From an optimization exercise on the open Yosys and OpenROAD flow, aimed at small area and a short achievable clock period; shortcuts taken in it are not production practice. Function was checked by simulation only, so behaviour that the tests miss may differ from the original. No activity file was given, so power comes from the tool's default toggle rates.

### constraint.sdc
create_clock -name core_clock -period 4.2 [get_ports {clk}]
set_input_delay 0.8400 -clock core_clock [delete_from_list [all_inputs] [get_ports {clk}]]
set_output_delay 0.8400 -clock core_clock [all_outputs]
set_load 0.01 [all_outputs]
### config.mk
export PLATFORM = sky130hd
export DESIGN_NAME = double_ended_queue
export DESIGN_NICKNAME = double_ended_queue
export VERILOG_FILES = /design/flow/design.v
export SDC_FILE = /design/flow/constraint.sdc
export NUM_CORES = 4
export LEC_CHECK = 0
export CAP_MARGIN = 20
export CORE_MARGIN = 2
export CORE_UTILIZATION = 40
export SETUP_SLACK_MARGIN = 2.2
export SLEW_MARGIN = 20
### run.sh
#!/bin/bash
# synth_recipe.tcl (not shown) runs the flow's synth.tcl, then flattens the netlist and writes it again
# the make line also repeats each setting of config.mk as NAME=value (left out here)
make -C /OpenROAD-flow-scripts/flow DESIGN_CONFIG=/design/flow/config.mk WORK_HOME=/design/flow/orfs CLKGATE_MAP_FILE= SYNTH_SCRIPT=/design/flow/synth_recipe.tcl finish
### design.v
`default_nettype none
package deq_pkg;
  localparam int unsigned DATA_W   = 32;
  localparam int unsigned KIND_W   = 3;
  localparam int unsigned STATUS_W = 2;
  localparam int unsigned COUNT_W  = 5;
  localparam logic [KIND_W-1:0] KIND_PUSH_FRONT = 3'd0;
  localparam logic [KIND_W-1:0] KIND_PUSH_BACK  = 3'd1;
  localparam logic [KIND_W-1:0] KIND_POP_FRONT  = 3'd2;
  localparam logic [KIND_W-1:0] KIND_POP_BACK   = 3'd3;
  localparam logic [KIND_W-1:0] KIND_CLEAR      = 3'd4;
  localparam logic [STATUS_W-1:0] STATUS_DONE  = 2'd0;
  localparam logic [STATUS_W-1:0] STATUS_EMPTY = 2'd1;
  localparam logic [STATUS_W-1:0] STATUS_FULL  = 2'd2;
endpackage
`default_nettype wire
`default_nettype none
module deq_cell (
  input  wire                          clk,
  input  wire                          we,
  input  wire  [deq_pkg::DATA_W-1:0]   wdata,
  output logic [deq_pkg::DATA_W-1:0]   data
);
  always_ff @(posedge clk) begin
    if (we) data <= wdata;
  end
endmodule
`default_nettype wire
`default_nettype none
module double_ended_queue #(
  parameter int unsigned DEPTH = 16
) (
  input  wire                            clk,
  input  wire                            rst,
  input  wire                            req_valid,
  output logic                           req_ready,
  input  wire  [deq_pkg::KIND_W-1:0]     kind,
  input  wire  signed [deq_pkg::DATA_W-1:0] push_value,
  output logic                           rsp_valid,
  input  wire                            rsp_ready,
  output logic signed [deq_pkg::DATA_W-1:0] popped_value,
  output logic [deq_pkg::STATUS_W-1:0]   status,
  output logic [deq_pkg::COUNT_W-1:0]    count
);
  localparam int unsigned CNT_W = $clog2(DEPTH + 1);
  logic [deq_pkg::DATA_W-1:0] slot [DEPTH];
  logic [DEPTH-1:0]           we;
  logic [DEPTH-1:0]           rd_sel;
  logic [DEPTH-1:0]           front_oh;
  logic [DEPTH-1:0]           back_oh;
  logic [DEPTH-1:0]           front_dn;    
  logic [DEPTH-1:0]           front_up;    
  logic [DEPTH-1:0]           back_dn;
  logic [DEPTH-1:0]           back_up;
  logic [CNT_W-1:0]           held;
  logic [CNT_W-1:0]           held_next;
  logic                       full;
  logic                       empty;
  logic                       accept;
  logic                       is_push;
  logic                       is_pop;
  logic                       is_clear;
  logic                       push_ok;
  logic                       pop_ok;
  logic                       wr_front;
  logic                       wr_back;
  logic [deq_pkg::DATA_W-1:0] popped_next;
  assign req_ready = !rsp_valid || rsp_ready;
  assign accept    = req_valid && req_ready;
  assign is_push  = (kind[2:1] == 2'b00);
  assign is_pop   = (kind[2:1] == 2'b01);
  assign is_clear = (kind == deq_pkg::KIND_CLEAR);
  assign full     = held[CNT_W-1];
  assign push_ok  = is_push && !full;
  assign pop_ok   = is_pop && !empty;
  assign wr_front = accept && push_ok && !kind[0];
  assign wr_back  = accept && push_ok && kind[0];
  assign front_dn = {front_oh[0], front_oh[DEPTH-1:1]};
  assign front_up = {front_oh[DEPTH-2:0], front_oh[DEPTH-1]};
  assign back_dn  = {back_oh[0], back_oh[DEPTH-1:1]};
  assign back_up  = {back_oh[DEPTH-2:0], back_oh[DEPTH-1]};
  genvar gi;
  generate
    for (gi = 0; gi < DEPTH; gi++) begin : g_slot
      assign we[gi]     = (wr_front && front_dn[gi]) || (wr_back && back_up[gi]);
      assign rd_sel[gi] = pop_ok && (kind[0] ? back_oh[gi] : front_oh[gi]);
      deq_cell u_cell (
        .clk   (clk),
        .we    (we[gi]),
        .wdata (push_value),
        .data  (slot[gi])
      );
    end
  endgenerate
  always_comb begin
    popped_next = '0;
    for (int i = 0; i < DEPTH; i++) begin
      popped_next = popped_next | (slot[i] & {deq_pkg::DATA_W{rd_sel[i]}});
    end
  end
  always_comb begin
    held_next = held;
    if (push_ok)       held_next = held + 1'b1;
    else if (pop_ok)   held_next = held - 1'b1;
    else if (is_clear) held_next = '0;
  end
  always_ff @(posedge clk) begin
    if (rst) begin
      front_oh  <= DEPTH'(1);
      back_oh   <= DEPTH'(1) << (DEPTH - 1);
      held      <= '0;
      empty     <= 1'b1;
      rsp_valid <= 1'b0;
    end else begin
      if (accept) begin
        rsp_valid <= 1'b1;
        held      <= held_next;
        empty     <= (held_next == '0);
        if (push_ok) begin
          if (kind[0]) back_oh  <= back_up;
          else         front_oh <= front_dn;
        end else if (pop_ok) begin
          if (kind[0]) back_oh  <= back_dn;
          else         front_oh <= front_up;
        end else if (is_clear) begin
          back_oh <= front_dn;
        end
      end else if (rsp_ready) begin
        rsp_valid <= 1'b0;
      end
    end
  end
  always_ff @(posedge clk) begin
    if (accept) begin
      popped_value <= popped_next;
      status[1]    <= is_push && full;
      status[0]    <= is_pop && empty;
    end
  end
  assign count = held;
endmodule
`default_nettype wire
==> qor.txt, run 1 <==
Flip-flop and latch count after synthesis: 585
GPL Wtd Cong: 0.7939
Post-Syn Nets: 1353
Count of antenna diodes in the layout: 0
HPWL after detailed placement: 30040 um
Number of pins with negative max-slew slack in the final report: 0
Depth of the most critical reg-to-reg path: 9
Clock power frac: 0.421
Crit-path cells: buf_6 > or3b_4 > buf_12 > buf_16 > buf_12 > a21oi_4 > clkbuf_16 > a22oi_2 > nand2_1 > or4_1
Maximum number of pins on one net before global-route repair: 40
Num Clock Sinks: 585
I/O pins: 80
Mapped Area: 0.02186 mm2
Worst hold-check path type: reg -> reg
Async set or reset register ratio after synthesis: 0
Capturing instance or port of the critical path: popped_value[2]
Width of the die: 237.8 um
Worst slew slack as a fraction of its limit: 0.4365
Post-CTS clock slew at the launch and capture registers of the worst setup and hold paths: 0.06 ns
Share of total power consumed by net switching: 0.2130
Global-route wire length before repair: 92670 um
Number of filler cells placed in the layout: 4262
Cell with the largest stage delay on the worst path: sky130_fd_sc_hd__or4_1
Number of violations of the max-capacitance limit: 0
All-layer global routing usage: 0.2292
Warning count from the yosys run: 3
Final Core Density: 0.5205
Required arrival time at the worst endpoint: 4.55 ns
Tightest Pin Transition: 0.8452 ns
Minimum period implied by the final worst setup slack: 2.301 ns
Static leakage power: 9.105 nW
Worst-skew pair later-pin latency: 0.63 ns
Post-synthesis cell type count: 47
Overall Power: 12.01 mW
Initial antenna violation count: 2
Setup repair after global routing missed its margin: true
Cell Pwr Density: 427.8 mW/mm2
Crit share post-route: 0.5477
Delay of the slowest cell on the worst path: 0.53 ns
Startpoint-to-endpoint class of the critical path: in -> reg
DRC violation count after routing: 0
Number of design-rule violations left by the first detailed-router iteration: 1664
TritonCTS clock tree: built
WL final: 67810 um
Overall via count from detail_route: 13830
Proportion of layout cells with a drive suffix above 1: 0.2842
Worst VDD drop: 0.0003469 V
Placed instance count: 2065
Buffer cell driving the clock tree root: sky130_fd_sc_hd__clkbuf_16
Full die area: 0.05653 mm2
Share of power burned in combinational logic: 0.040
Sequential group share of total power: 0.539
Worst r2r src: empty
Type of element launching the critical path: input pin
FP Rows: 85
Most common cell type on the critical path: sky130_fd_sc_hd__buf_12
Endpoint of the worst-slack reg-to-reg timing path: popped_value[23]
Accumulated negative setup slack: 0 ns
Die Ht: 237.8 um
Critical path data arrival time: 2.65 ns
Buffers from clock root to sink, at most: 3
Final global-route overflow total: 0
Post-synth top area share: 0.7502
Launch point of the worst path: kind[1]
Main area contributors after synthesis: sky130_fd_sc_hd__edfxtp_1 (75%), sky130_fd_sc_hd__a22oi_1 (7.7%), sky130_fd_sc_hd__dfxtp_1 (3.6%)
TritonCTS buffer count: 59
Fmax: 434.7 MHz
Maximum fanout count along the critical path: 16
Switching power: 2.558 mW
Hold violation count in the final report: 0
Avg Cell Area, Syn: 16.66 um2
Final setup skew: 0.01846 ns
Area of placed instances: 0.02425 mm2
H-tree levels: 2
Run status: no timing/DRC/antenna violations
Prevailing post-synth register cell: sky130_fd_sc_hd__edfxtp_1
Setup violation total in the final timing report: 0
Post-synth top area cell: sky130_fd_sc_hd__edfxtp_1
Total of hold buffers inserted after clock tree synthesis: 0
Setup slack of the worst register-to-register path: 1.92 ns
Internal cell power: 9.450 mW
Buffers added on ports: 79
Non-filler cells, final: 2283
Final net count: 1579
Drt via density: 6.057
Final Instance Area: 0.02807 mm2
Area added between synthesis and finish: 28.41%
Share of the yosys chip area belonging to registers: 0.7859
Number of global-route vias before repair: 12870
Antenna viol nets, final: 0
Endpoint type of the worst setup path: register
Count of flip-flops with a built-in enable after synthesis: 546
Detailed-router iteration count before antenna repair: 5
Mean routed wirelength per cell: 29.70 um
Placeable core region: 0.05392 mm2
Initial Utilization: 0.4053
Gate count of the mapped netlist: 1312
-- cell usage in the layout (no fill, tap or decap), types with 4 or more instances in the layout --
| master | netlist | layout |
|---|---|---|
| sky130_fd_sc_hd__edfxtp_1 | 546 | 546 |
| sky130_fd_sc_hd__and4_1 | 15 | 14 |
| sky130_fd_sc_hd__nand3_1 | 14 | 14 |
| sky130_fd_sc_hd__a22o_1 | 17 | 17 |
| sky130_fd_sc_hd__a31oi_1 | 5 | 5 |
| sky130_fd_sc_hd__buf_16 | 0 | 18 |
| sky130_fd_sc_hd__clkinvlp_4 | 0 | 4 |
| sky130_fd_sc_hd__buf_12 | 1 | 49 |
| sky130_fd_sc_hd__or4_1 | 15 | 13 |
| sky130_fd_sc_hd__clkbuf_1 | 19 | 10 |
| sky130_fd_sc_hd__a22oi_2 | 0 | 72 |
| sky130_fd_sc_hd__a221oi_2 | 0 | 4 |
| sky130_fd_sc_hd__nand2_4 | 0 | 7 |
| sky130_fd_sc_hd__buf_6 | 14 | 32 |
| sky130_fd_sc_hd__clkinv_1 | 0 | 17 |
| sky130_fd_sc_hd__nor2_1 | 24 | 23 |
| sky130_fd_sc_hd__a311oi_1 | 18 | 18 |
| sky130_fd_sc_hd__clkdlybuf4s50_1 | 0 | 33 |
| sky130_fd_sc_hd__a22oi_1 | 223 | 151 |
| sky130_fd_sc_hd__nand2_2 | 0 | 10 |
| sky130_fd_sc_hd__buf_4 | 12 | 54 |
| sky130_fd_sc_hd__clkinv_2 | 0 | 14 |
| sky130_fd_sc_hd__a221oi_1 | 19 | 15 |
| sky130_fd_sc_hd__nand2_1 | 162 | 144 |
| sky130_fd_sc_hd__nand4_1 | 17 | 17 |
| sky130_fd_sc_hd__nand2b_2 | 0 | 9 |
| sky130_fd_sc_hd__dfxtp_1 | 39 | 32 |
| sky130_fd_sc_hd__a21oi_1 | 37 | 19 |
| sky130_fd_sc_hd__dfxtp_4 | 0 | 6 |
| sky130_fd_sc_hd__nand2b_1 | 18 | 8 |
| sky130_fd_sc_hd__buf_2 | 30 | 39 |
| sky130_fd_sc_hd__o211ai_1 | 14 | 14 |
| sky130_fd_sc_hd__clkbuf_16 | 0 | 73 |
| sky130_fd_sc_hd__a21oi_4 | 10 | 32 |
-- flip-flops by register name (all words and copies together) (netlist names) --
signal / cells
empty: 1
popped_value: 32
held: 5
status: 2
back_oh: 16
front_oh: 16
g_slot.u_cell.data: 512
rsp_valid: 1
-- metal layers --
metal | up-vias | track usage | share of wire | wire length, um
li1 | 5796 | - | - | -
met3 | 110 | 0.03856 | 0.097 | 6585
met5 | - | 0 | 0.00035 | 24
met4 | 4 | 0.06404 | 0.024 | 1616
met1 | 7127 | 0.3343 | 0.41 | 27810
met2 | 791 | 0.3558 | 0.47 | 31770
-- cell type report --
type | instances | area, um2 | area share
flip-flops and latches | 585 | 17200 | 0.6129
multi-input cells | 645 | 4975 | 0.1773
repair buffers | 243 | 3162 | 0.1127
clock buffers | 71 | 1564 | 0.05573
well taps | 696 | 870.8 | 0.03103
clock inverters | 39 | 275.3 | 0.009808
inverters | 4 | 18.77 | 0.0006687
-- worst min path at each step --
stage,from,endpoint,slack (ns),depth (start not counted)
3_3_place_gp,back_oh[14],back_oh[14],0.49,2
4_1_cts,rsp_ready,rsp_valid,0.47,3
6_report,rsp_valid,rsp_valid,0.50,2
2_1_floorplan,back_oh[10],back_oh[10],0.46,2
5_1_grt,rsp_ready,rsp_valid,0.50,3
3_5_place_dp,back_oh[14],back_oh[14],0.49,2
-- critical path: cells and delay by family --
family | cells | cell delay, ns
AOI/OAI and AO/OA | 2 | 0.21
buffers and inverters | 5 | 0.69
and+or+nand+nor | 3 | 0.89
-- stage by stage --
step | setup WS [ns] | hold WS, ns
5_1_grt | 1.897 | 0.4977
2_1_floorplan | 1.308 | 0.4629
3_5_place_dp | 0.6678 | 0.4885
3_3_place_gp | 0.7031 | 0.4880
6_report | 1.900 | 0.5003
4_1_cts | 1.929 | 0.4715
-- cells in the mapped netlist (all sizes together) (3+ instances only) --
| cell type | count |
|---|---|
| nor2 | 24 |
| a22o | 17 |
| dfxtp | 39 |
| a31oi | 5 |
| nand2 | 162 |
| nand3 | 14 |
| a21oi | 52 |
| a22oi | 223 |
| buf | 59 |
| and4 | 16 |
| clkbuf | 19 |
| or4 | 15 |
| a221oi | 19 |
| nand4 | 17 |
| o211ai | 14 |
| o21ai | 3 |
| inv | 4 |
| a311oi | 18 |
| a211oi | 3 |
| nor3 | 3 |
| nand2b | 18 |
| edfxtp | 546 |
-- kinds of logic after synthesis --
family                     share of synthesized area
DFF                                           0.7859
AOI/OAI and AO/OA                             0.1263
and+or+nand+nor                              0.06229
buffers and inverters                        0.02341
muxes                                      0.0009160
adders and majority gates                   0.001145
-- power by group through the flow --
| stage | sequential [mW] | clock, mW | combinational, mW |
|---|---|---|---|
| CTS | 6.47 | 5.10 | 0.451 |
| global route | 6.48 | 5.33 | 0.515 |
| floorplan | 6.60 | 0 | 0.182 |
| detailed placement | 6.60 | 0 | 0.405 |
| global placement | 6.60 | 0 | 0.396 |
| finish | 6.48 | 5.05 | 0.483 |
-- repair_timing --
item	CTS	global route
buffers inserted	56	18
gates cloned	17	17
pin swaps	43	15
gates resized for setup	299	53
setup endpoints to repair	654	364
hold endpoints to repair	0	0
==> run 2: changes to the inputs <==
--- a/config.mk
+++ b/config.mk
@@ -5,8 +5,8 @@
 export SDC_FILE = /design/flow/constraint.sdc
 export NUM_CORES = 4
 export LEC_CHECK = 0
-export CAP_MARGIN = 20
+export CAP_MARGIN = 0
 export CORE_MARGIN = 2
 export CORE_UTILIZATION = 40
 export SETUP_SLACK_MARGIN = 2.2
-export SLEW_MARGIN = 20
+export SLEW_MARGIN = 0
==> run 2 against run 1 <==
Against the previous run:
- hold slack unchanged
- sequential share of layout area stayed put
- sequential power about the same
- first-iteration DRC count unchanged
- synthesized area unchanged
- via count unchanged
- cell area unchanged
- largest cell class unchanged
- largest power group unchanged
- highest routed layer unchanged
==> qor.txt, run 2 <==
Run status: no timing/DRC/antenna violations
Initial Utilization: 0.4053 (unchanged)
Met1 track demand over resource in global routing: 0.3343 (unchanged)
Worst-skew pair later-pin latency: 0.63 ns (about the same)
Required arrival time at the worst endpoint: 4.55 ns (about the same)
Final setup skew: 0.01846 ns (unchanged)
Buffers added on ports: 79 (unchanged)
Final Instance Area: 0.02807 mm2 (unchanged)
Layer carrying the most global-route usage: met2
I/O pins: 80 (unchanged)
Worst hold-check path type: reg -> reg
Prevailing post-synth register cell: sky130_fd_sc_hd__edfxtp_1
Most common cell after layout, fill and taps aside: sky130_fd_sc_hd__edfxtp_1
Worst slew slack as a fraction of its limit: 0.4365 (unchanged)
DRC violation count after routing: 0 (unchanged)
Overall Power: 12.01 mW (unchanged)
Detailed-router iteration count before antenna repair: 5 (unchanged)
Crit share post-route: 0.5477 (unchanged)
Gate count of the mapped netlist: 1312 (unchanged)
CP bufs+invs: 5 (unchanged)
Hold violation count in the final report: 0 (unchanged)
Mean routed wirelength per cell: 29.70 um (unchanged)
Number of filler cells placed in the layout: 4262 (unchanged)
Delay of the slowest cell on the worst path: 0.53 ns (about the same)
Type of element launching the critical path: input pin
Fin Hold WS: 0.5003 ns (unchanged)
Width of the die: 237.8 um (unchanged)
Full die area: 0.05653 mm2 (unchanged)
TritonCTS buffer count: 59 (unchanged)
Initial antenna violation count: 2 (unchanged)
Cell Pwr Density: 427.8 mW/mm2 (unchanged)
Maximum fanout count along the critical path: 16 (unchanged)
Number of violations of the max-capacitance limit: 0 (unchanged)
Maximum number of pins on one net before global-route repair: 40 (unchanged)
Post-Syn Nets: 1353 (unchanged)
Flip-flop and latch count after synthesis: 585 (unchanged)
Minimum period implied by the final worst setup slack: 2.301 ns (unchanged)
Number of design-rule violations left by the first detailed-router iteration: 1664 (unchanged)
Most frequent cell after synthesis: sky130_fd_sc_hd__edfxtp_1
All-layer global routing usage: 0.2292 (unchanged)
Global-route wire length before repair: 92670 um (unchanged)
Total of hold buffers inserted after clock tree synthesis: 0 (unchanged)
Non-filler cells, final: 2283 (unchanged)
Placeable core region: 0.05392 mm2 (unchanged)
Drt via density: 6.057 (unchanged)
Post-CTS clock slew at the launch and capture registers of the worst setup and hold paths: 0.06 ns (about the same)
Register name with the most flops: g_slot.u_cell.data
Warning count from the yosys run: 3 (unchanged)
FP Rows: 85 (unchanged)
Global routing met2 resource utilization: 0.3558 (unchanged)
GPL Wtd Cong: 0.7939 (unchanged)
Cell with the largest stage delay on the worst path: sky130_fd_sc_hd__or4_1
HPWL after detailed placement: 30040 um (unchanged)
Commonest cells in the netlist: sky130_fd_sc_hd__edfxtp_1 (546), sky130_fd_sc_hd__a22oi_1 (223), sky130_fd_sc_hd__nand2_1 (162), sky130_fd_sc_hd__dfxtp_1 (39), sky130_fd_sc_hd__a21oi_1 (37)
TritonCTS clock tree: built
Post-synth top area share: 0.7502 (unchanged)
Count of flip-flops with a built-in enable after synthesis: 546 (unchanged)
Accumulated negative setup slack: 0 ns (unchanged)
Critical path data arrival time: 2.65 ns (about the same)
Top library cells by usage in the layout, fill and taps aside: sky130_fd_sc_hd__edfxtp_1 (546), sky130_fd_sc_hd__a22oi_1 (151), sky130_fd_sc_hd__nand2_1 (144)
Setup violation total in the final timing report: 0 (unchanged)
Die Ht: 237.8 um (unchanged)
Worst r2r src: empty
Number of flip-flops under the largest register name: 512 (unchanged)
Share of the yosys chip area belonging to registers: 0.7859 (unchanged)
H-tree levels: 2 (unchanged)
Placed instance count: 2065 (unchanged)
Final net count: 1579 (unchanged)
Met3 Resource Use GR: 0.03856 (unchanged)
Number of pins with negative max-slew slack in the final report: 0 (unchanged)
Mapped Area: 0.02186 mm2 (unchanged)
Buffer cell driving the clock tree root: sky130_fd_sc_hd__clkbuf_16
Endpoint type of the worst setup path: register
Main area contributors after synthesis: sky130_fd_sc_hd__edfxtp_1 (75%), sky130_fd_sc_hd__a22oi_1 (7.7%), sky130_fd_sc_hd__dfxtp_1 (3.6%)
Proportion of layout cells with a drive suffix above 1: 0.2842 (unchanged)
Static leakage power: 9.105 nW (unchanged)
Most common cell type on the critical path: sky130_fd_sc_hd__buf_12
Fmax: 434.7 MHz (unchanged)
Number of global-route vias before repair: 12870 (unchanged)
Final global-route overflow total: 0 (unchanged)
Antenna viol nets, final: 0 (unchanged)
Post-synthesis cell type count: 47 (unchanged)
Tightest Pin Transition: 0.8452 ns (unchanged)
Worst VDD drop: 0.0003469 V (unchanged)
Setup repair after global routing missed its margin: true
Area of placed instances: 0.02425 mm2 (unchanged)
WL final: 67810 um (unchanged)
Crit-path cells: buf_6 > or3b_4 > buf_12 > buf_16 > buf_12 > a21oi_4 > clkbuf_16 > a22oi_2 > nand2_1 > or4_1
Area added between synthesis and finish: 28.41% (unchanged)
Launch point of the worst path: kind[1]
Count of antenna diodes in the layout: 0 (unchanged)
Avg Cell Area, Syn: 16.66 um2 (unchanged)
Startpoint of the tightest hold check path: rsp_valid
Largest registers: g_slot.u_cell.data: 512 flops, popped_value: 32 flops
Num Clock Sinks: 585 (unchanged)
Buffers from clock root to sink, at most: 3 (unchanged)
Post-synth top area cell: sky130_fd_sc_hd__edfxtp_1
Cell family contributing the most delay on the critical path: simple AND/OR/NAND/NOR gates
Startpoint-to-endpoint class of the critical path: in -> reg
Async set or reset register ratio after synthesis: 0 (unchanged)
Overall via count from detail_route: 13830 (unchanged)
-- run 2: cell counts after synthesis --
No cell type changed its count.
-- run 2: final cells by class --
class | instances | area [um2] | area share
clock inverters | 39 | 275.3 | 0.009808
well taps | 696 | 870.8 | 0.03103
multi-input cells | 645 | 4975 | 0.1773
repair buffers | 243 | 3162 | 0.1127
clock buffers | 71 | 1564 | 0.05573
inverters | 4 | 18.77 | 0.0006687
flip-flops and latches | 585 | 17200 | 0.6129
-- run 2: repair_timing --
action / in CTS / in global routing
hold endpoints to repair: 0 / 0
gates resized for setup: 299 / 53
gates cloned: 17 / 17
pin swaps: 43 / 15
buffers inserted: 56 / 18
setup endpoints to repair: 654 / 364
-- run 2: cell families (layout without fill, tap and decap cells) --
family,Yosys count,count (layout),share of synthesized area
compound gates,360,360,0.1263
fa+ha+maj,2,2,0.001145
simple gates,281,281,0.06229
mux,2,2,0.0009160
buf+inv,82,357,0.02341
flops,585,585,0.7859
-- run 2: worst paths after layout --
| path | slack, ns | to | cells past startpoint |
|---|---|---|---|
| max | 1.90 | popped_value[2] | 10 |
| min | 0.50 | rsp_valid | 2 |
| max reg2reg | 1.92 | popped_value[23] | 9 |
| min reg2reg | 0.50 | rsp_valid | 2 |
-- run 2: layer usage --
layer  part of all wire  vias to the layer above
met2               0.47                      791
met1               0.41                     7127
met3              0.097                      110
li1                   -                     5796
met4              0.024                        4
met5            0.00035                        -
-- run 2: power by group --
part	switching [mW]	total, mW	internal (mW)
clock	2.22	5.05	2.83
combinational	0.296	0.483	0.187
sequential	0.0419	6.48	6.43
-- run 2: worst reg2reg max path: cells and delay by family, from the launching register on --
kind	cells	cell delay (ns)
buffers and inverters	4	0.61
flip-flops	1	0.34
AO/OA/AOI/OAI	2	0.53
AND/OR/NAND/NOR	3	0.65
-- run 2: through the flow --
| step | util | setup slack [ns] |
|---|---|---|
| after floorplan | - | 1.308 |
| after global placement | 0.4497 | 0.7031 |
| after detailed placement | 0.4497 | 0.6678 |
| after CTS | 0.5070 | 1.929 |
| after global routing | 0.5205 | 1.897 |
| final | 0.5205 | 1.900 |
==> run 3: changes to the inputs <==
--- a/config.mk
+++ b/config.mk
@@ -5,8 +5,11 @@
 export SDC_FILE = /design/flow/constraint.sdc
 export NUM_CORES = 4
 export LEC_CHECK = 0
-export CAP_MARGIN = 0
+export CAP_MARGIN = 20
 export CORE_MARGIN = 2
 export CORE_UTILIZATION = 40
+export CTS_CLUSTER_DIAMETER = 80
+export CTS_CLUSTER_SIZE = 30
 export SETUP_SLACK_MARGIN = 2.2
-export SLEW_MARGIN = 0
+export SLEW_MARGIN = 20
+export TNS_END_PERCENT = 0
==> run 3 against run 2 <==
Against the previous run:
- wire length is 9.1% lower
- hold slack better by 0.021 ns
- first-iteration DRC count decreased by 5.2%
- still clean
- fmax shrank 2.2%
- critical endpoint is now popped_value[24]
- worst setup slack worse by 0.051 ns
==> qor.txt, run 3 <==
Run status: no timing/DRC/antenna violations
Maximum number of pins on one net before global-route repair: 40 (unchanged)
Die Ht: 237.8 um (unchanged)
Mean routed wirelength per cell: 28.15 um (-5.2%)
Total of hold buffers inserted after clock tree synthesis: 0 (unchanged)
Endpoint of the worst-slack reg-to-reg timing path: popped_value[24]
Maximum fanout count along the critical path: 7 (-9)
Endpoint type of the worst setup path: register
DRC violation count after routing: 0 (unchanged)
Final global-route overflow total: 0 (unchanged)
Worst VDD drop: 0.0003275 V (-5.6%)
Warning count from the yosys run: 3 (unchanged)
TritonCTS clock tree: built
Drt via density: 6.025 (-0.53%)
Main area contributors after synthesis: sky130_fd_sc_hd__edfxtp_1 (75%), sky130_fd_sc_hd__a22oi_1 (7.7%), sky130_fd_sc_hd__dfxtp_1 (3.6%)
Worst slew slack as a fraction of its limit: 0.4373 (+0.0007160)
Static leakage power: 8.312 nW (-8.7%)
WL final: 61640 um (-9.1%)
Num Clock Sinks: 585 (unchanged)
Avg Cell Area, Syn: 16.66 um2 (unchanged)
Buffers added on ports: 79 (unchanged)
Global routing met2 resource utilization: 0.3522 (-0.003633)
Number of cells traversed by the worst hold path: 2 (unchanged)
Crit share post-route: 0.5598 (+0.01208)
Async set or reset register ratio after synthesis: 0 (unchanged)
Number of flip-flops under the largest register name: 512 (unchanged)
Tightest Pin Transition: 0.8441 ns (-0.001074 ns)
Final Instance Area: 0.02609 mm2 (-7.0%)
Placeable core region: 0.05392 mm2 (unchanged)
Startpoint of the tightest hold check path: back_oh[4]
Setup violation total in the final timing report: 0 (unchanged)
Critical path data arrival time: 2.69 ns (+0.04 ns)
Accumulated negative setup slack: 0 ns (unchanged)
Worst-skew pair later-pin latency: 0.62 ns (about the same)
Post-synthesis cell type count: 47 (unchanged)
Initial antenna violation count: 3 (+1)
Gate count of the mapped netlist: 1312 (unchanged)
All-layer global routing usage: 0.2169 (-0.01224)
HPWL after detailed placement: 30980 um (+3.1%)
FP Rows: 85 (unchanged)
Final net count: 1517 (-3.9%)
Hold worst-path end: back_oh[4]
Global-route wire length before repair: 88860 um (-4.1%)
Most common cell after layout, fill and taps aside: sky130_fd_sc_hd__edfxtp_1
Detailed-router iteration count before antenna repair: 7 (+2)
I/O pins: 80 (unchanged)
Number of violations of the max-capacitance limit: 0 (unchanged)
Number of pins with negative max-slew slack in the final report: 0 (unchanged)
Area of placed instances: 0.02404 mm2 (-0.86%)
Minimum period implied by the final worst setup slack: 2.351 ns (+0.05074 ns)
Commonest cells in the netlist: sky130_fd_sc_hd__edfxtp_1 (546), sky130_fd_sc_hd__a22oi_1 (223), sky130_fd_sc_hd__nand2_1 (162), sky130_fd_sc_hd__dfxtp_1 (39), sky130_fd_sc_hd__a21oi_1 (37)
Type of element launching the critical path: input pin
Post-CTS clock slew at the launch and capture registers of the worst setup and hold paths: 0.10 ns (+0.04 ns)
Cell Pwr Density: 391.3 mW/mm2 (-8.5%)
Overall via count from detail_route: 13190 (-4.6%)
Register name with the most flops: g_slot.u_cell.data
Required arrival time at the worst endpoint: 4.54 ns (about the same)
Post-Syn Nets: 1353 (unchanged)
Full die area: 0.05653 mm2 (unchanged)
Number of design-rule violations left by the first detailed-router iteration: 1578 (-5.2%)
H-tree levels: 1 (-1)
Share of the yosys chip area belonging to registers: 0.7859 (unchanged)
Count of flip-flops with a built-in enable after synthesis: 546 (unchanged)
Antenna viol nets, final: 0 (unchanged)
Post-synth top area share: 0.7502 (unchanged)
Setup slack of the worst register-to-register path: 1.89 ns (-0.03 ns)
Fmax: 425.3 MHz (-2.2%)
Hold violation count in the final report: 0 (unchanged)
Number of global-route vias before repair: 12850 (-0.17%)
Area added between synthesis and finish: 19.38%
Met3 Resource Use GR: 0.03705 (-0.001510)
Worst r2r src: empty
Met1 track demand over resource in global routing: 0.3034 (-0.03089)
GPL Wtd Cong: 0.8156 (+2.7%)
Most frequent cell after synthesis: sky130_fd_sc_hd__edfxtp_1
Proportion of layout cells with a drive suffix above 1: 0.1830 (-0.1012)
Worst hold-check path type: reg -> reg
Startpoint-to-endpoint class of the critical path: in -> reg
Buffers from clock root to sink, at most: 3 (unchanged)
Initial Utilization: 0.4053 (unchanged)
TritonCTS buffer count: 28 (-53%)
Layer carrying the most global-route usage: met2
Buffer cell driving the clock tree root: sky130_fd_sc_hd__clkbuf_16
Top library cells by usage in the layout, fill and taps aside: sky130_fd_sc_hd__edfxtp_1 (546), sky130_fd_sc_hd__a22oi_1 (208), sky130_fd_sc_hd__nand2_1 (144)
Final setup skew: 0.03891 ns (+0.02045 ns)
Overall Power: 10.21 mW (-15%)
Mapped Area: 0.02186 mm2 (unchanged)
Flip-flop and latch count after synthesis: 585 (unchanged)
Post-synth top area cell: sky130_fd_sc_hd__edfxtp_1
Prevailing post-synth register cell: sky130_fd_sc_hd__edfxtp_1
Largest registers: g_slot.u_cell.data: 512 flops, popped_value: 32 flops
Depth of the most critical reg-to-reg path: 11 (+2)
Setup repair after global routing missed its margin: true
Width of the die: 237.8 um (unchanged)
[run 3: cell counts after synthesis]
No cell type changed its count.
[run 3: worst max-delay path, cell delays in order]
cell	delay, ns
sky130_fd_sc_hd__buf_6	0.09
sky130_fd_sc_hd__or3b_4	0.29
sky130_fd_sc_hd__buf_6	0.13
sky130_fd_sc_hd__buf_6	0.09
sky130_fd_sc_hd__buf_6	0.09
sky130_fd_sc_hd__a21oi_4	0.03
sky130_fd_sc_hd__buf_12	0.15
sky130_fd_sc_hd__buf_12	0.13
sky130_fd_sc_hd__buf_12	0.14
sky130_fd_sc_hd__a22oi_2	0.15
sky130_fd_sc_hd__nand2_1	0.06
sky130_fd_sc_hd__or4_1	0.50
[run 3: what timing repair did]
item                                    in CTS  in global routing
buffers inserted                            62                  0
pin swaps                                   24                  1
gates cloned                                 8                  0
endpoints found under the setup margin     657                642
gates resized for setup                    160                  2
[run 3: cell type report]
class	instances	area, um2
multi-input cells	646	4617
flip-flops and latches	585	17200
diodes	2	5.005
inverters	4	18.77
repair buffers	211	2442
well taps	696	870.8
clock buffers	28	700.7
fillers	4404	27830
clock inverters	18	239.0
[run 3: worst max path at each step]
stage                                    end  startpoint  cells past startpoint
floorplan           g_slot[4].u_cell.data[0]   rsp_ready                      6
global placement             popped_value[8]     kind[1]                      6
detailed placement           popped_value[6]     kind[1]                      8
CTS                         popped_value[24]     kind[1]                     12
global route                popped_value[24]     kind[1]                     12
finish                      popped_value[24]     kind[1]                     12
[run 3: power breakdown]
| group | switching (mW) | internal [mW] |
|---|---|---|
| sequential | 0.0424 | 6.42 |
| clock | 1.95 | 1.37 |
| combinational | 0.268 | 0.149 |
| total | 2.27 | 7.95 |
[run 3: metal layers]
layer	routed length (um)	part of all wire
met5	26	0.00042
met1	25850	0.42
met4	1758	0.029
met2	28940	0.47
met3	5064	0.082
[run 3: logic make-up after synthesis]
group	count (synthesis)	synth area share
DFF	585	0.7859
and+or+nand+nor	281	0.06229
AOI/OAI and AO/OA	360	0.1263
buffers and inverters	82	0.02341
muxes	2	0.0009160
adders and majority gates	2	0.001145
[run 3: through the flow]
stage                     hold WS [ns]  std cells  setup WS [ns]    util
after global placement          0.4817       2071         0.3951  0.4453
after CTS                       0.5162       2188          1.919  0.4837
after global routing            0.5339       2188          1.815  0.4838
after floorplan                 0.4629       1312          1.307       -
final                           0.5211       2190          1.849  0.4839
after detailed placement        0.4866       2072         0.3673  0.4459
==> run 4: changes to the inputs <==
--- a/config.mk
+++ b/config.mk
@@ -12,4 +12,3 @@
 export CTS_CLUSTER_SIZE = 30
 export SETUP_SLACK_MARGIN = 2.2
 export SLEW_MARGIN = 20
-export TNS_END_PERCENT = 0
==> run 4 against run 3 <==
Against the previous run:
- sequential cell count stayed put
- fmax is 3.7% higher
- wire length is 5.9% higher
- sequential share of layout area is 2.3 points lower
- critical path type unchanged
- largest power group unchanged
==> qor.txt, run 4 <==
Full die area: 0.05653 mm2 (unchanged)
Internal cell power: 8.094 mW (+1.9%)
I/O pins: 80 (unchanged)
Worst r2r src: empty
Type of element launching the critical path: input pin
All-layer global routing usage: 0.2253 (+0.008345)
Total stage count of the critical path: 10 (-2)
Post-synth top area share: 0.7502 (unchanged)
HPWL after detailed placement: 30040 um (-3.0%)
Proportion of layout cells with a drive suffix above 1: 0.2702 (+0.08724)
Flip-flop and latch area: 0.01720 mm2 (about the same)
Initial antenna violation count: 1 (-2)
Number of global-route vias before repair: 12780 (-0.52%)
Endpoint type of the worst setup path: register
Register name with the most flops: g_slot.u_cell.data
FP Rows: 85 (unchanged)
Die Ht: 237.8 um (unchanged)
Number of pins with negative max-slew slack in the final report: 0 (unchanged)
Post-Syn Nets: 1353 (unchanged)
Area taken by multi-input logic gates: 0.005025 mm2 (+8.8%)
Post-CTS clock slew at the launch and capture registers of the worst setup and hold paths: 0.11 ns (about the same)
Mapped Area: 0.02186 mm2 (unchanged)
Launch point of the worst path: kind[2]
Delay of the slowest cell on the worst path: 0.42 ns (-0.08 ns)
Mean routed wirelength per cell: 29.42 um (+4.5%)
Global-route wire length before repair: 92300 um (+3.9%)
Post-synthesis cell type count: 47 (unchanged)
Buffers added on ports: 79 (unchanged)
Startpoint-to-endpoint class of the critical path: in -> reg
Maximum number of pins on one net before global-route repair: 40 (unchanged)
Width of the die: 237.8 um (unchanged)
Number of violations of the max-capacitance limit: 0 (unchanged)
Hold violation count in the final report: 0 (unchanged)
Buffer cell driving the clock tree root: sky130_fd_sc_hd__clkbuf_16
Most common cell type on the critical path: sky130_fd_sc_hd__buf_12
Setup violation total in the final timing report: 0 (unchanged)
Setup slack of the worst register-to-register path: 1.94 ns (+0.05 ns)
Gate count of the mapped netlist: 1312 (unchanged)
Share of total power consumed by net switching: 0.2310 (+0.009166)
Sequential group share of total power: 0.614 (-0.019)
Crit share post-route: 0.5397 (-0.02012)
Overall Power: 10.53 mW (+3.1%)
Share of power burned in combinational logic: 0.044 (+0.003)
Antenna viol nets, final: 0 (unchanged)
Prevailing post-synth register cell: sky130_fd_sc_hd__edfxtp_1
Largest registers: g_slot.u_cell.data: 512 flops, popped_value: 32 flops
Count of flip-flops with a built-in enable after synthesis: 546 (unchanged)
Most common cell after layout, fill and taps aside: sky130_fd_sc_hd__edfxtp_1
CP bufs+invs: 5 (-2)
Top library cells by usage in the layout, fill and taps aside: sky130_fd_sc_hd__edfxtp_1 (546), sky130_fd_sc_hd__a22oi_1 (157), sky130_fd_sc_hd__nand2_1 (145)
Depth of the most critical reg-to-reg path: 9 (-2)
GPL Wtd Cong: 0.7939 (-2.7%)
Most frequent cell after synthesis: sky130_fd_sc_hd__edfxtp_1
Main area contributors after synthesis: sky130_fd_sc_hd__edfxtp_1 (75%), sky130_fd_sc_hd__a22oi_1 (7.7%), sky130_fd_sc_hd__dfxtp_1 (3.6%)
Drt via density: 6.094 (+1.1%)
Area of placed instances: 0.02425 mm2 (+0.87%)
Placeable core region: 0.05392 mm2 (unchanged)
Area added between synthesis and finish: 23.76%
Crit-path cells: buf_2 > or3b_4 > buf_12 > buf_12 > a21oi_4 > clkbuf_16 > buf_12 > a22oi_2 > and4_1 > nand4_1
Async set or reset register ratio after synthesis: 0 (unchanged)
Final Core Density: 0.5017 (+0.01775)
Fmax: 441.2 MHz (+3.7%)
Number of flip-flops under the largest register name: 512 (unchanged)
Final setup skew: 0.03464 ns (-0.004268 ns)
Cell Pwr Density: 389.1 mW/mm2 (-0.57%)
Minimum period implied by the final worst setup slack: 2.267 ns (-0.08452 ns)
Final net count: 1541 (+1.6%)
Critical path data arrival time: 2.75 ns (+0.06 ns)
TritonCTS buffer count: 31 (+11%)
Number of filler cells placed in the layout: 4360 (-1.0%)
Post-synth top area cell: sky130_fd_sc_hd__edfxtp_1
Cell with the largest stage delay on the worst path: sky130_fd_sc_hd__or3b_4
Buffers from clock root to sink, at most: 3 (unchanged)
Capturing instance or port of the critical path: popped_value[13]
TritonCTS clock tree: built
WL final: 65260 um (+5.9%)
Final global-route overflow total: 0 (unchanged)
Num Clock Sinks: 585 (unchanged)
H-tree levels: 1 (unchanged)
Accumulated negative setup slack: 0 ns (unchanged)
Total of hold buffers inserted after clock tree synthesis: 0 (unchanged)
Commonest cells in the netlist: sky130_fd_sc_hd__edfxtp_1 (546), sky130_fd_sc_hd__a22oi_1 (223), sky130_fd_sc_hd__nand2_1 (162), sky130_fd_sc_hd__dfxtp_1 (39), sky130_fd_sc_hd__a21oi_1 (37)
Initial Utilization: 0.4053 (unchanged)
Worst VDD drop: 0.0003011 V (-8.1%)
Run status: no timing/DRC/antenna violations
Required arrival time at the worst endpoint: 4.69 ns (+0.15 ns)
Avg Cell Area, Syn: 16.66 um2 (unchanged)
Clock power frac: 0.341 (+0.015)
Switching power: 2.431 mW (+7.3%)
Worst-skew pair later-pin latency: 0.63 ns (about the same)
Endpoint of the worst-slack reg-to-reg timing path: popped_value[13]
Detailed-router iteration count before antenna repair: 6 (-1)
DRC violation count after routing: 0 (unchanged)
Worst hold-check path type: reg -> reg
Warning count from the yosys run: 3 (unchanged)
Flip-flop and latch count after synthesis: 585 (unchanged)
Setup repair after global routing missed its margin: true
Worst slew slack as a fraction of its limit: 0.4431 (+0.005852)
Overall via count from detail_route: 13520 (+2.4%)
Maximum fanout count along the critical path: 8 (+1)
Number of design-rule violations left by the first detailed-router iteration: 1801 (+14%)
Share of the yosys chip area belonging to registers: 0.7859 (unchanged)
Static leakage power: 8.672 nW (+4.3%)
Cell family contributing the most delay on the critical path: buffers and inverters
Tightest Pin Transition: 0.8353 ns (-0.008778 ns)
Final Instance Area: 0.02705 mm2 (+3.7%)
-- run 4: changes by cell type in the layout (fill, tap and decap cells not counted), sizes merged, moves of 3 or more --
cell	previous run	this run
buf	135	190
dlygate4sd2	39	1
clkbuf	28	39
clkdlybuf4s15	3	0
clkinv	10	13
inv	9	12
-- run 4: power groups by stage --
stage | Sequential (mW) | Combinational (mW) | Clock, mW
floorplan | 6.60 | 0.182 | 0
global placement | 6.60 | 0.396 | 0
detailed placement | 6.60 | 0.405 | 0
CTS | 6.47 | 0.449 | 3.62
global route | 6.47 | 0.500 | 3.83
finish | 6.47 | 0.466 | 3.59
-- run 4: through the flow --
step | hold slack (ns) | instances | worst slack (ns)
after floorplan | 0.4629 | 1312 | 1.308
after global placement | 0.4880 | 2065 | 0.7031
after global routing | 0.5267 | 2217 | 1.916
after detailed placement | 0.4885 | 2065 | 0.6678
final | 0.5087 | 2218 | 1.933
after CTS | 0.5039 | 2204 | 1.958
-- run 4: kinds of logic after synthesis --
logic type,synth area share
compound gates,0.1263
fa+ha+maj,0.001145
simple gates,0.06229
buf+inv,0.02341
flops,0.7859
mux,0.0009160
-- run 4: cell type report --
| class | instances | area share |
|---|---|---|
| inverters | 4 | 0.0006938 |
| repair buffers | 233 | 0.1050 |
| multi-input cells | 645 | 0.1858 |
| diodes | 1 | 0.00009251 |
| well taps | 696 | 0.03219 |
| flip-flops and latches | 585 | 0.6359 |
| clock buffers | 32 | 0.02882 |
| clock inverters | 22 | 0.01156 |
-- run 4: how the worst min path moves through the flow --
stage	start	to	slack [ns]	cells past startpoint
finish	back_oh[14]	back_oh[14]	0.51	2
global route	back_oh[14]	back_oh[14]	0.53	2
CTS	back_oh[14]	back_oh[14]	0.50	2
detailed placement	back_oh[14]	back_oh[14]	0.49	2
global placement	back_oh[14]	back_oh[14]	0.49	2
floorplan	back_oh[10]	back_oh[10]	0.46	2
-- run 4: worst min-delay path, cell delays in order (launching register included) --
cell,delay [ns]
sky130_fd_sc_hd__dfxtp_1,0.35
sky130_fd_sc_hd__nand2_1,0.06
sky130_fd_sc_hd__a21oi_1,0.05
-- run 4: timing repair --
action,4_1_cts,5_1_grt
gates resized for setup,301,41
pin swaps,41,10
cloned,16,7
buffers inserted,69,6
setup endpoints to repair,654,322
-- run 4: layer usage --
metal | up-vias | routed length (um) | GRT usage | share of wire
met2 | 717 | 30140 | 0.3559 | 0.46
met5 | - | 11 | 0 | 0.00017
met4 | 2 | 1644 | 0.05184 | 0.025
met3 | 92 | 6028 | 0.03345 | 0.092
li1 | 5687 | - | - | -
met1 | 7018 | 27430 | 0.3307 | 0.42
==> run 5: changes to the inputs <==
--- a/design.v
+++ b/design.v
@@ -83,7 +83,7 @@
   generate
     for (gi = 0; gi < DEPTH; gi++) begin : g_slot
       assign we[gi]     = (wr_front && front_dn[gi]) || (wr_back && back_up[gi]);
-      assign rd_sel[gi] = pop_ok && (kind[0] ? back_oh[gi] : front_oh[gi]);
+      assign rd_sel[gi] = kind[0] ? back_oh[gi] : front_oh[gi];
       deq_cell u_cell (
         .clk   (clk),
         .we    (we[gi]),
@@ -97,6 +97,7 @@
     for (int i = 0; i < DEPTH; i++) begin
       popped_next = popped_next | (slot[i] & {deq_pkg::DATA_W{rd_sel[i]}});
     end
+    popped_next = popped_next & {deq_pkg::DATA_W{pop_ok}};
   end
   always_comb begin
     held_next = held;
==> run 5 against run 4 <==
Against the previous run:
- synthesized area increased by 1.3%
- clock skew grew 0.010 ns
- global-route usage up 2.6 points
- sequential power about the same
- clock-buffer cell count decreased by 1
- first-iteration DRC count increased by 13%
- sequential cell count stayed put
- non-clock buffer count down 24
- worst setup slack improved by 0.11 ns
- critical endpoint is now popped_value[9]
- largest power group unchanged
- highest routed layer unchanged
==> qor.txt, run 5 <==
Run status: no timing/DRC/antenna violations
Final net count: 1501 (-2.6%)
Hold worst-path end: rsp_valid
Avg Cell Area, Syn: 17.39 um2 (+4.4%)
Crit-path cells: buf_6
Accumulated negative setup slack: 0 ns (unchanged)
Post-synthesis cell type count: 49 (+4.3%)
I/O pins: 80 (unchanged)
Number of flip-flops under the largest register name: 512 (unchanged)
Post-Syn Nets: 1314 (-2.9%)
Mean routed wirelength per cell: 33.52 um (+14%)
Post-CTS clock slew at the launch and capture registers of the worst setup and hold paths: 0.11 ns (about the same)
Worst slack at placement: 0.8323 ns (+0.1645 ns)
Number of design-rule violations left by the first detailed-router iteration: 2040 (+13%)
Setup slack of the worst register-to-register path: 2.15 ns (+0.21 ns)
Maximum fanout count along the critical path: 1 (-7)
H-tree levels: 1 (unchanged)
Most common cell after layout, fill and taps aside: sky130_fd_sc_hd__edfxtp_1
Critical path data arrival time: 1.32 ns (-1.43 ns)
Full die area: 0.05725 mm2 (+1.3%)
Final global-route overflow total: 0 (unchanged)
Sequential group share of total power: 0.599 (-0.015)
Internal cell power: 8.244 mW (+1.9%)
Most frequent cell after synthesis: sky130_fd_sc_hd__edfxtp_1
Worst hold-check path type: in -> reg
Share of the yosys chip area belonging to registers: 0.7758 (-0.01008)
Switching power: 2.600 mW (+7.0%)
Cell with the largest stage delay on the worst path: sky130_fd_sc_hd__edfxtp_1
Worst r2r src: front_oh[15]
Area taken by multi-input logic gates: 0.005675 mm2 (+13%)
GPL Wtd Cong: 0.7377 (-7.1%)
Worst VDD drop: 0.0003168 V (+5.2%)
Depth of the most critical reg-to-reg path: 6 (-3)
Global-route wire length before repair: 99770 um (+8.1%)
Mapped Area: 0.02214 mm2 (+1.3%)
Maximum number of pins on one net before global-route repair: 40 (unchanged)
Width of the die: 239.3 um (+0.64%)
Async set or reset register ratio after synthesis: 0 (unchanged)
Prevailing post-synth register cell: sky130_fd_sc_hd__edfxtp_1
FP Rows: 86 (+1.2%)
Area added between synthesis and finish: 22.38%
Required arrival time at the worst endpoint: 3.36 ns (-1.33 ns)
Setup repair after global routing missed its margin: true
Overall Power: 10.84 mW (+3.0%)
TritonCTS clock tree: built
Endpoint of the worst-slack reg-to-reg timing path: popped_value[19]
Main area contributors after synthesis: sky130_fd_sc_hd__edfxtp_1 (74%), sky130_fd_sc_hd__dfxtp_1 (3.5%), sky130_fd_sc_hd__a22oi_1 (3.4%)
Final setup margin: 2.038 ns (+0.1051 ns)
Die Ht: 239.3 um (+0.64%)
Num Clock Sinks: 585 (unchanged)
Gate count of the mapped netlist: 1273 (-3.0%)
Number of pins with negative max-slew slack in the final report: 0 (unchanged)
Delay of the slowest cell on the worst path: 0.52 ns (+0.10 ns)
Startpoint of the tightest hold check path: rsp_ready
Initial antenna violation count: 2 (+1)
Share of total power consumed by net switching: 0.2398 (+0.008785)
Count of flip-flops with a built-in enable after synthesis: 546 (unchanged)
Largest registers: g_slot.u_cell.data: 512 flops, popped_value: 32 flops
Clock power frac: 0.319 (-0.022)
Number of violations of the max-capacitance limit: 0 (unchanged)
Buffer cell driving the clock tree root: sky130_fd_sc_hd__clkbuf_16
Final setup skew: 0.04511 ns (+0.01046 ns)
Register name with the most flops: g_slot.u_cell.data
Cell family contributing the most delay on the critical path: flip-flops
Buffers added on ports: 79 (unchanged)
Setup violation total in the final timing report: 0 (unchanged)
Tightest Pin Transition: 0.6394 ns (-0.1959 ns)
Startpoint-to-endpoint class of the critical path: reg -> out
Proportion of layout cells with a drive suffix above 1: 0.2711 (+0.0008552)
Final Core Density: 0.4938 (-0.007906)
Worst slew slack as a fraction of its limit: 0.5724 (+0.1293)
Overall via count from detail_route: 13940 (+3.1%)
WL final: 73350 um (+12%)
Antenna viol nets, final: 0 (unchanged)
Placeable core region: 0.05488 mm2 (+1.8%)
Initial Utilization: 0.4034 (-0.001894)
Drt via density: 6.369 (+4.5%)
TritonCTS buffer count: 29 (-6.5%)
Minimum period implied by the final worst setup slack: 2.162 ns (-0.1052 ns)
Cell Pwr Density: 400.2 mW/mm2 (+2.9%)
Detailed-router iteration count before antenna repair: 5 (-1)
Number of global-route vias before repair: 12860 (+0.63%)
Endpoint type of the worst setup path: output port
Number of filler cells placed in the layout: 4497 (+3.1%)
Crit share post-route: 0.5147 (-0.02504)
Flip-flop and latch area: 0.01720 mm2 (unchanged)
Fmax: 462.6 MHz (+4.9%)
DRC violation count after routing: 0 (unchanged)
All-layer global routing usage: 0.2510 (+0.02573)
Buffers from clock root to sink, at most: 3 (unchanged)
Warning count from the yosys run: 3 (unchanged)
Commonest cells in the netlist: sky130_fd_sc_hd__edfxtp_1 (546), sky130_fd_sc_hd__a22oi_1 (100), sky130_fd_sc_hd__nand2_1 (89), sky130_fd_sc_hd__a22o_1 (78), sky130_fd_sc_hd__nor2_1 (52)
Top library cells by usage in the layout, fill and taps aside: sky130_fd_sc_hd__edfxtp_1 (546), sky130_fd_sc_hd__nand2_1 (87), sky130_fd_sc_hd__a22oi_1 (81)
Number of cells traversed by the worst hold path: 3 (+1)
Share of power burned in combinational logic: 0.083 (+0.039)
Flip-flop and latch count after synthesis: 585 (unchanged)
Static leakage power: 8.625 nW (-0.54%)
Post-synth top area cell: sky130_fd_sc_hd__edfxtp_1
CP bufs+invs: 1 (-4)
Post-synth top area share: 0.7405 (-0.009624)
Area of placed instances: 0.02410 mm2 (-0.61%)
HPWL after detailed placement: 27410 um (-8.8%)
Final Instance Area: 0.02710 mm2 (+0.17%)
Type of element launching the critical path: register
Worst-skew pair later-pin latency: 0.64 ns (about the same)
Total of hold buffers inserted after clock tree synthesis: 0 (unchanged)
Hold violation count in the final report: 0 (unchanged)
[run 5: changes by cell type after synthesis, sizes merged, moves of 6 or more]
cell / change
a22oi: -123
nand2: -73
or4: -15
buf: +6
a21oi: -29
and3: +26
a31oi: +22
nand2b: -17
nor2: +28
mux2i: +14
and4: -16
mux2: +16
a221oi: +60
a22o: +61
[run 5: how the worst max path moves through the flow]
stage                                from                        to  slack, ns  cells after the start
after floorplan                 rsp_ready  g_slot[0].u_cell.data[0]       1.40                      6
after global routing      popped_value[9]           popped_value[9]       2.03                      1
after detailed placement          kind[1]               back_oh[15]       0.83                      6
after CTS                 popped_value[9]           popped_value[9]       2.04                      1
final                     popped_value[9]           popped_value[9]       2.04                      1
after global placement            kind[1]               back_oh[15]       0.82                      6
[run 5: metal layers]
metal  GRT usage  up-vias  wire [um]
met3     0.06316      111       9116
met4     0.06553        4       2121
li1            -     5632          -
met2      0.3918      936      33860
met1      0.3518     7253      28230
met5           0        -         27
[run 5: what timing repair did]
item	in CTS	in global routing
hold endpoints to repair	0	0
setup endpoints to repair	655	74
buffers inserted	61	35
pin swaps	37	36
gates cloned	31	5
resized for setup	253	34
[run 5: cell families after synthesis]
logic type               after synthesis  synth area share
adder cells (fa/ha/maj)                2          0.001130
AO/OA/AOI/OAI                        354            0.1344
flip-flops                           585            0.7758
multiplexers                          32           0.01741
buffers and inverters                 87           0.02600
AND/OR/NAND/NOR                      213           0.04521
[run 5: worst register-to-register path: cells and delay by family, from the launching register on]
family                 cells  cell delay (ns)
AOI/OAI and AO/OA          3             0.45
and+or+nand+nor            1             0.20
buffers and inverters      1             0.19
DFF                        1             0.50
muxes                      1             0.47
[run 5: stage by stage]
step,hold WS [ns],cells
2_1_floorplan,0.4712,1273
5_1_grt,0.5474,2187
6_report,0.5452,2188
3_3_place_gp,0.4926,2001
3_5_place_dp,0.5051,2001
4_1_cts,0.5543,2147
[run 5: power groups by stage]
stage / Combinational, mW / Clock, mW / Sequential [mW]
floorplan: 0.399 / 0 / 6.60
global placement: 0.650 / 0 / 6.60
detailed placement: 0.659 / 0 / 6.60
CTS: 0.820 / 3.48 / 6.48
global route: 0.932 / 3.67 / 6.50
finish: 0.895 / 3.46 / 6.49
[run 5: final cells by class]
cell class,instances,area share
diodes,1,0.00009235
repair buffers,209,0.08501
inverters,4,0.0006926
multi-input cells,631,0.2095
clock buffers,31,0.02743
flip-flops and latches,585,0.6348
well taps,704,0.03251
clock inverters,23,0.01002
==> run 6: changes to the inputs <==
--- a/config.mk
+++ b/config.mk
@@ -12,3 +12,4 @@
 export CTS_CLUSTER_SIZE = 30
 export SETUP_SLACK_MARGIN = 2.2
 export SLEW_MARGIN = 20
+export TNS_END_PERCENT = 5
==> run 6 against run 5 <==
Against the previous run:
- still clean on timing, DRC and antenna
- critical path depth is the same
- clock skew about the same
- register-to-register slack lost 0.02 ns
- combinational power fell by 11%
- hold slack worse by 0.022 ns
- cell count fell by 3.2%
- synthesized cell count is the same
- die area is the same
- first-iteration DRC count is 1.6% lower
- wire length decreased by 3.5%
- clock power shrank 9.5%
- worst setup slack improved by 0.045 ns
- critical endpoint is now popped_value[1]
- largest power group unchanged
==> qor.txt, run 6 <==
Run status: no timing/DRC/antenna violations
CP bufs+invs: 1 (unchanged)
Drt via density: 6.406 (+0.57%)
Post-synth top area share: 0.7405 (unchanged)
Post-Syn Nets: 1314 (unchanged)
Avg Cell Area, Syn: 17.39 um2 (unchanged)
Worst-skew pair later-pin latency: 0.64 ns (about the same)
Initial antenna violation count: 1 (-1)
Flip-flop and latch count after synthesis: 585 (unchanged)
Die Ht: 239.3 um (unchanged)
Worst slew slack as a fraction of its limit: 0.4713 (-0.1011)
Delay of the slowest cell on the worst path: 0.47 ns (-0.05 ns)
Final global-route overflow total: 0 (unchanged)
Largest registers: g_slot.u_cell.data: 512 flops, popped_value: 32 flops
Setup slack of the worst register-to-register path: 2.13 ns (-0.02 ns)
Worst VDD drop: 0.0003084 V (-2.7%)
Placeable core region: 0.05488 mm2 (unchanged)
FP Rows: 86 (unchanged)
Mean routed wirelength per cell: 33.45 um (-0.21%)
Async set or reset register ratio after synthesis: 0 (unchanged)
Mapped Area: 0.02214 mm2 (unchanged)
Startpoint-to-endpoint class of the critical path: reg -> out
H-tree levels: 1 (unchanged)
Post-synth top area cell: sky130_fd_sc_hd__edfxtp_1
DRC violation count after routing: 0 (unchanged)
Fmax: 472.4 MHz (+2.1%)
Count of flip-flops with a built-in enable after synthesis: 546 (unchanged)
Width of the die: 239.3 um (unchanged)
Number of pins with negative max-slew slack in the final report: 0 (unchanged)
Post-synthesis cell type count: 49 (unchanged)
Setup repair after global routing missed its margin: true
Number of global-route vias before repair: 12780 (-0.63%)
Number of flip-flops under the largest register name: 512 (unchanged)
Maximum fanout count along the critical path: 1 (unchanged)
Buffers from clock root to sink, at most: 3 (unchanged)
Total of hold buffers inserted after clock tree synthesis: 0 (unchanged)
Final net count: 1443 (-3.9%)
Buffer cell driving the clock tree root: sky130_fd_sc_hd__clkbuf_16
Type of element launching the critical path: register
WL final: 70820 um (-3.5%)
Crit-path cells: buf_2
Worst hold-check path type: reg -> reg
All-layer global routing usage: 0.2390 (-0.01194)
Detailed-router iteration count before antenna repair: 6 (+1)
Initial Utilization: 0.4034 (unchanged)
Gate count of the mapped netlist: 1273 (unchanged)
Number of design-rule violations left by the first detailed-router iteration: 2008 (-1.6%)
TritonCTS clock tree: built
Final setup skew: 0.04514 ns (+0.00002940 ns)
Tightest Pin Transition: 0.7931 ns (+0.1536 ns)
Static leakage power: 8.119 nW (-5.9%)
Full die area: 0.05725 mm2 (unchanged)
Critical path data arrival time: 1.28 ns (-0.04 ns)
Proportion of layout cells with a drive suffix above 1: 0.1939 (-0.07716)
Cell Pwr Density: 400.9 mW/mm2 (+0.16%)
Cell family contributing the most delay on the critical path: flip-flops
Minimum period implied by the final worst setup slack: 2.117 ns (-0.04482 ns)
Warning count from the yosys run: 3 (unchanged)
Setup violation total in the final timing report: 0 (unchanged)
Hold violation count in the final report: 0 (unchanged)
Count of antenna diodes in the layout: 0 (-1)
Main area contributors after synthesis: sky130_fd_sc_hd__edfxtp_1 (74%), sky130_fd_sc_hd__dfxtp_1 (3.5%), sky130_fd_sc_hd__a22oi_1 (3.4%)
Endpoint type of the worst setup path: output port
Num Clock Sinks: 585 (unchanged)
Antenna viol nets, final: 0 (unchanged)
GPL Wtd Cong: 0.7477 (+1.4%)
Required arrival time at the worst endpoint: 3.36 ns (about the same)
Overall Power: 10.42 mW (-3.9%)
Post-CTS clock slew at the launch and capture registers of the worst setup and hold paths: 0.11 ns (about the same)
Register name with the most flops: g_slot.u_cell.data
Most common cell after layout, fill and taps aside: sky130_fd_sc_hd__edfxtp_1
Share of the yosys chip area belonging to registers: 0.7758 (unchanged)
Most frequent cell after synthesis: sky130_fd_sc_hd__edfxtp_1
Area added between synthesis and finish: 17.39%
HPWL after detailed placement: 28140 um (+2.7%)
Prevailing post-synth register cell: sky130_fd_sc_hd__edfxtp_1
Top library cells by usage in the layout, fill and taps aside: sky130_fd_sc_hd__edfxtp_1 (546), sky130_fd_sc_hd__a22oi_1 (100), sky130_fd_sc_hd__nand2_1 (87)
Overall via count from detail_route: 13560 (-2.7%)
Accumulated negative setup slack: 0 ns (unchanged)
I/O pins: 80 (unchanged)
Cell with the largest stage delay on the worst path: sky130_fd_sc_hd__edfxtp_1
Maximum number of pins on one net before global-route repair: 40 (unchanged)
TritonCTS buffer count: 26 (-10%)
Global-route wire length before repair: 96990 um (-2.8%)
Number of violations of the max-capacitance limit: 0 (unchanged)
Commonest cells in the netlist: sky130_fd_sc_hd__edfxtp_1 (546), sky130_fd_sc_hd__a22oi_1 (100), sky130_fd_sc_hd__nand2_1 (89), sky130_fd_sc_hd__a22o_1 (78), sky130_fd_sc_hd__nor2_1 (52)
Crit share post-route: 0.5040 (-0.01067)
Buffers added on ports: 79 (unchanged)
run 6: cell counts after synthesis:
Identical to the previous run, type by type.
run 6: cells by family after synthesis:
logic type / share of synthesized area
DFF: 0.7758
AOI/OAI and AO/OA: 0.1344
and+or+nand+nor: 0.04521
buffers and inverters: 0.02600
muxes: 0.01741
adders and majority gates: 0.001130
run 6: power by group:
group | total, mW | internal [mW] | switching [mW]
combinational | 0.798 | 0.305 | 0.493
clock | 3.13 | 1.26 | 1.88
sequential | 6.49 | 6.42 | 0.0640
run 6: worst paths after layout:
check                           cells past startpoint          endpoint             from
worst min-delay path                                2           held[3]          held[3]
worst max register to register                      5  popped_value[28]      front_oh[8]
worst max-delay path                                1   popped_value[1]  popped_value[1]
worst min register to register                      2           held[3]          held[3]
run 6: routing by layer:
layer / track usage / routed length, um
met3: 0.04241 / 7481
met5: 0 / 13
met4: 0.09015 / 3021
met1: 0.3210 / 26750
met2: 0.3900 / 33550
run 6: per-stage QoR:
stage                     area [um2]  instances  setup slack, ns    util  hold slack [ns]
after floorplan                22320       1273            1.397       -           0.4712
after global placement         23800       2003           0.7913  0.4337           0.4994
after CTS                      25770       2101            2.040  0.4696           0.5135
after global routing           25990       2117            2.068  0.4736           0.5435
final                          25990       2117            2.083  0.4736           0.5228
after detailed placement       23800       2003           0.7526  0.4337           0.4992
run 6: layout make-up:
type	count	area [um2]
fill	4542	28890
sequential	585	17210
multi-input combinational	627	5269
timing repair buffer	158	1785
tap	704	880.8
clock buffer	27	654.4
clock inverter	12	177.7
inverter	4	18.77
run 6: what timing repair did:
item	CTS	global route
endpoints found under the setup margin	657	181
pin swaps	14	12
hold endpoints to repair	0	0
buffers inserted	31	10
gates resized for setup	153	65
cloned	28	6
==> run 7: changes to the inputs <==
--- a/config.mk
+++ b/config.mk
@@ -10,6 +10,5 @@
 export CORE_UTILIZATION = 40
 export CTS_CLUSTER_DIAMETER = 80
 export CTS_CLUSTER_SIZE = 30
-export SETUP_SLACK_MARGIN = 2.2
+export SETUP_SLACK_MARGIN = 2.5
 export SLEW_MARGIN = 20
-export TNS_END_PERCENT = 5
==> run 7 against run 6 <==
Against the previous run:
- still clean
- clock-buffer cell count increased by 3
- critical path depth unchanged
- total power increased by 5.6%
- combinational power increased by 37%
- largest cell class unchanged
==> qor.txt, run 7 <==
Fin Hold WS: 0.5261 ns (+0.003220 ns)
Buffers added on ports: 79 (unchanged)
Maximum number of pins on one net before global-route repair: 40 (unchanged)
Most common cell after layout, fill and taps aside: sky130_fd_sc_hd__edfxtp_1
Post-Syn Nets: 1314 (unchanged)
Largest registers: g_slot.u_cell.data: 512 flops, popped_value: 32 flops
WL final: 91720 um (+30%)
Post-synth top area share: 0.7405 (unchanged)
Crit-path cells: buf_2
Final net count: 1671 (+16%)
Async set or reset register ratio after synthesis: 0 (unchanged)
Switching power: 2.722 mW (+12%)
Count of flip-flops with a built-in enable after synthesis: 546 (unchanged)
Avg Cell Area, Syn: 17.39 um2 (unchanged)
Number of pins with negative max-slew slack in the final report: 0 (unchanged)
Register name with the most flops: g_slot.u_cell.data
Die Ht: 239.3 um (unchanged)
Number of filler cells placed in the layout: 4023 (-11%)
Worst slew slack as a fraction of its limit: 0.4828 (+0.01146)
Buffers from clock root to sink, at most: 3 (unchanged)
Num Clock Sinks: 585 (unchanged)
Gate count of the mapped netlist: 1273 (unchanged)
Final Core Density: 0.5567 (+0.08313)
Mapped Area: 0.02214 mm2 (unchanged)
DRC violation count after routing: 0 (unchanged)
Area added between synthesis and finish: 38.00%
Post-CTS clock slew at the launch and capture registers of the worst setup and hold paths: 0.12 ns (about the same)
Critical path data arrival time: 1.33 ns (+0.05 ns)
Depth of the most critical reg-to-reg path: 5 (unchanged)
Worst hold-check path type: reg -> reg
FP Rows: 86 (unchanged)
Drt via density: 6.809 (+6.3%)
Required arrival time at the worst endpoint: 3.36 ns (about the same)
Total stage count of the critical path: 1 (unchanged)
Initial Utilization: 0.4034 (unchanged)
Setup violation total in the final timing report: 0 (unchanged)
TritonCTS buffer count: 28 (+7.7%)
Startpoint-to-endpoint class of the critical path: reg -> out
Share of the yosys chip area belonging to registers: 0.7758 (unchanged)
Buffer cell driving the clock tree root: sky130_fd_sc_hd__clkbuf_16
Number of global-route vias before repair: 14420 (+13%)
Fmax: 461.3 MHz (-2.3%)
Flip-flop and latch count after synthesis: 585 (unchanged)
Internal cell power: 8.282 mW (+3.7%)
Width of the die: 239.3 um (unchanged)
Endpoint of the worst-slack reg-to-reg timing path: popped_value[4]
Crit share post-route: 0.5161 (+0.01212)
Number of design-rule violations left by the first detailed-router iteration: 2615 (+30%)
Final setup margin: 2.032 ns (-0.05091 ns)
Setup repair after global routing missed its margin: true
Post-synthesis cell type count: 49 (unchanged)
H-tree levels: 1 (unchanged)
HPWL after detailed placement: 28890 um (+2.7%)
Cell Pwr Density: 360.1 mW/mm2 (-10%)
Worst r2r src: back_oh[9]
Post-synth top area cell: sky130_fd_sc_hd__edfxtp_1
Warning count from the yosys run: 3 (unchanged)
Endpoint type of the worst setup path: output port
Final setup skew: 0.07081 ns (+0.02567 ns)
Share of total power consumed by net switching: 0.2473 (+0.01388)
Run status: no timing/DRC/antenna violations
Top library cells by usage in the layout, fill and taps aside: sky130_fd_sc_hd__edfxtp_1 (546), sky130_fd_sc_hd__nand2_1 (87), sky130_fd_sc_hd__a22o_1 (78)
Clock power frac: 0.310 (+0.009)
Hold violation count in the final report: 0 (unchanged)
Maximum fanout count along the critical path: 1 (unchanged)
TritonCTS clock tree: built
Overall Power: 11.00 mW (+5.6%)
Share of power burned in combinational logic: 0.099 (+0.022)
Delay of the slowest cell on the worst path: 0.51 ns (+0.04 ns)
Main area contributors after synthesis: sky130_fd_sc_hd__edfxtp_1 (74%), sky130_fd_sc_hd__dfxtp_1 (3.5%), sky130_fd_sc_hd__a22oi_1 (3.4%)
Global-route wire length before repair: 115800 um (+19%)
-- run 7: cell counts after synthesis --
No cell type changed its count.
-- run 7: through the flow --
stage	area [um2]	instances
global placement	24100	2007
floorplan	22780	1273
detailed placement	24100	2007
CTS	29020	2282
finish	30550	2357
global route	30550	2354
-- run 7: cells by family after synthesis --
family                     Yosys count  synth area share
DFF                                585            0.7758
adders and majority gates            2          0.001130
and+or+nand+nor                    213           0.04521
AOI/OAI and AO/OA                  354            0.1344
buffers and inverters               87           0.02600
muxes                               32           0.01741
-- run 7: power groups by stage --
stage | logic (mW) | clock network [mW] | registers, mW
floorplan | 0.399 | 0 | 6.60
global placement | 0.647 | 0 | 6.60
detailed placement | 0.658 | 0 | 6.60
CTS | 0.934 | 3.36 | 6.49
global route | 1.11 | 3.57 | 6.50
finish | 1.09 | 3.41 | 6.50
-- run 7: how the worst min path moves through the flow --
| stage | start | end | slack [ns] |
|---|---|---|---|
| floorplan | back_oh[12] | back_oh[12] | 0.47 |
| global placement | back_oh[12] | back_oh[12] | 0.50 |
| detailed placement | back_oh[12] | back_oh[12] | 0.50 |
| CTS | back_oh[12] | back_oh[12] | 0.53 |
| global route | back_oh[12] | back_oh[12] | 0.57 |
| finish | back_oh[12] | back_oh[12] | 0.53 |
-- run 7: cell type report --
class | count | area [um2] | share of cell area
timing repair buffer | 364 | 5290 | 0.1731
antenna | 3 | 7.507 | 0.0002457
tap | 704 | 880.8 | 0.02883
sequential | 585 | 17230 | 0.5640
clock inverter | 20 | 245.2 | 0.008027
clock buffer | 30 | 708.2 | 0.02318
inverter | 4 | 18.77 | 0.0006143
multi-input combinational | 647 | 6170 | 0.2019
-- run 7: metal layers --
metal | global-route usage | wire length (um) | vias up
met5 | 0.004329 | 0 | -
met4 | 0.1799 | 7832 | 0
met3 | 0.09116 | 13750 | 429
met2 | 0.4342 | 38970 | 1576
met1 | 0.3803 | 31170 | 8004
li1 | - | - | 6040
-- run 7: repair_timing --
action                                  CTS  global route
gates cloned                             83            26
pin swaps                                83            96
gates resized for setup                 430           121
endpoints found under the setup margin  657           645
buffers inserted                        142            46

-- separate check: timing with driven ports --
The flow's constraints put no driver on any port. The routed layouts listed below were extracted and timed again, unchanged, in two steps. Step 1, drivers: a clkbuf_16 drives clk and a buf_2 each remaining input, both assumed. Step 2 times the ports against the registers' clock, not the clock port: input delays grow and output delays shrink by t, the midpoint of the rising clock arrivals with the driver on. Three values: ideal ports, drivers, drivers and shift; two values: the first two.
run	shift t [ns]	slack for setup (ns)
run 1	0.678	1.900 / 1.920 / 1.247
run 2	0.678	1.900 / 1.920 / 1.247
run 3	0.665	1.849 / 1.865 / 1.209
run 4	0.671	1.933 / 1.945 / 1.300
run 5	0.678	2.038 / 1.975 / 1.397
run 6	0.675	2.083 / 1.970 / 1.295
run 7	0.677	2.032 / 1.955 / 1.278
After both steps every run listed still meets setup and hold.
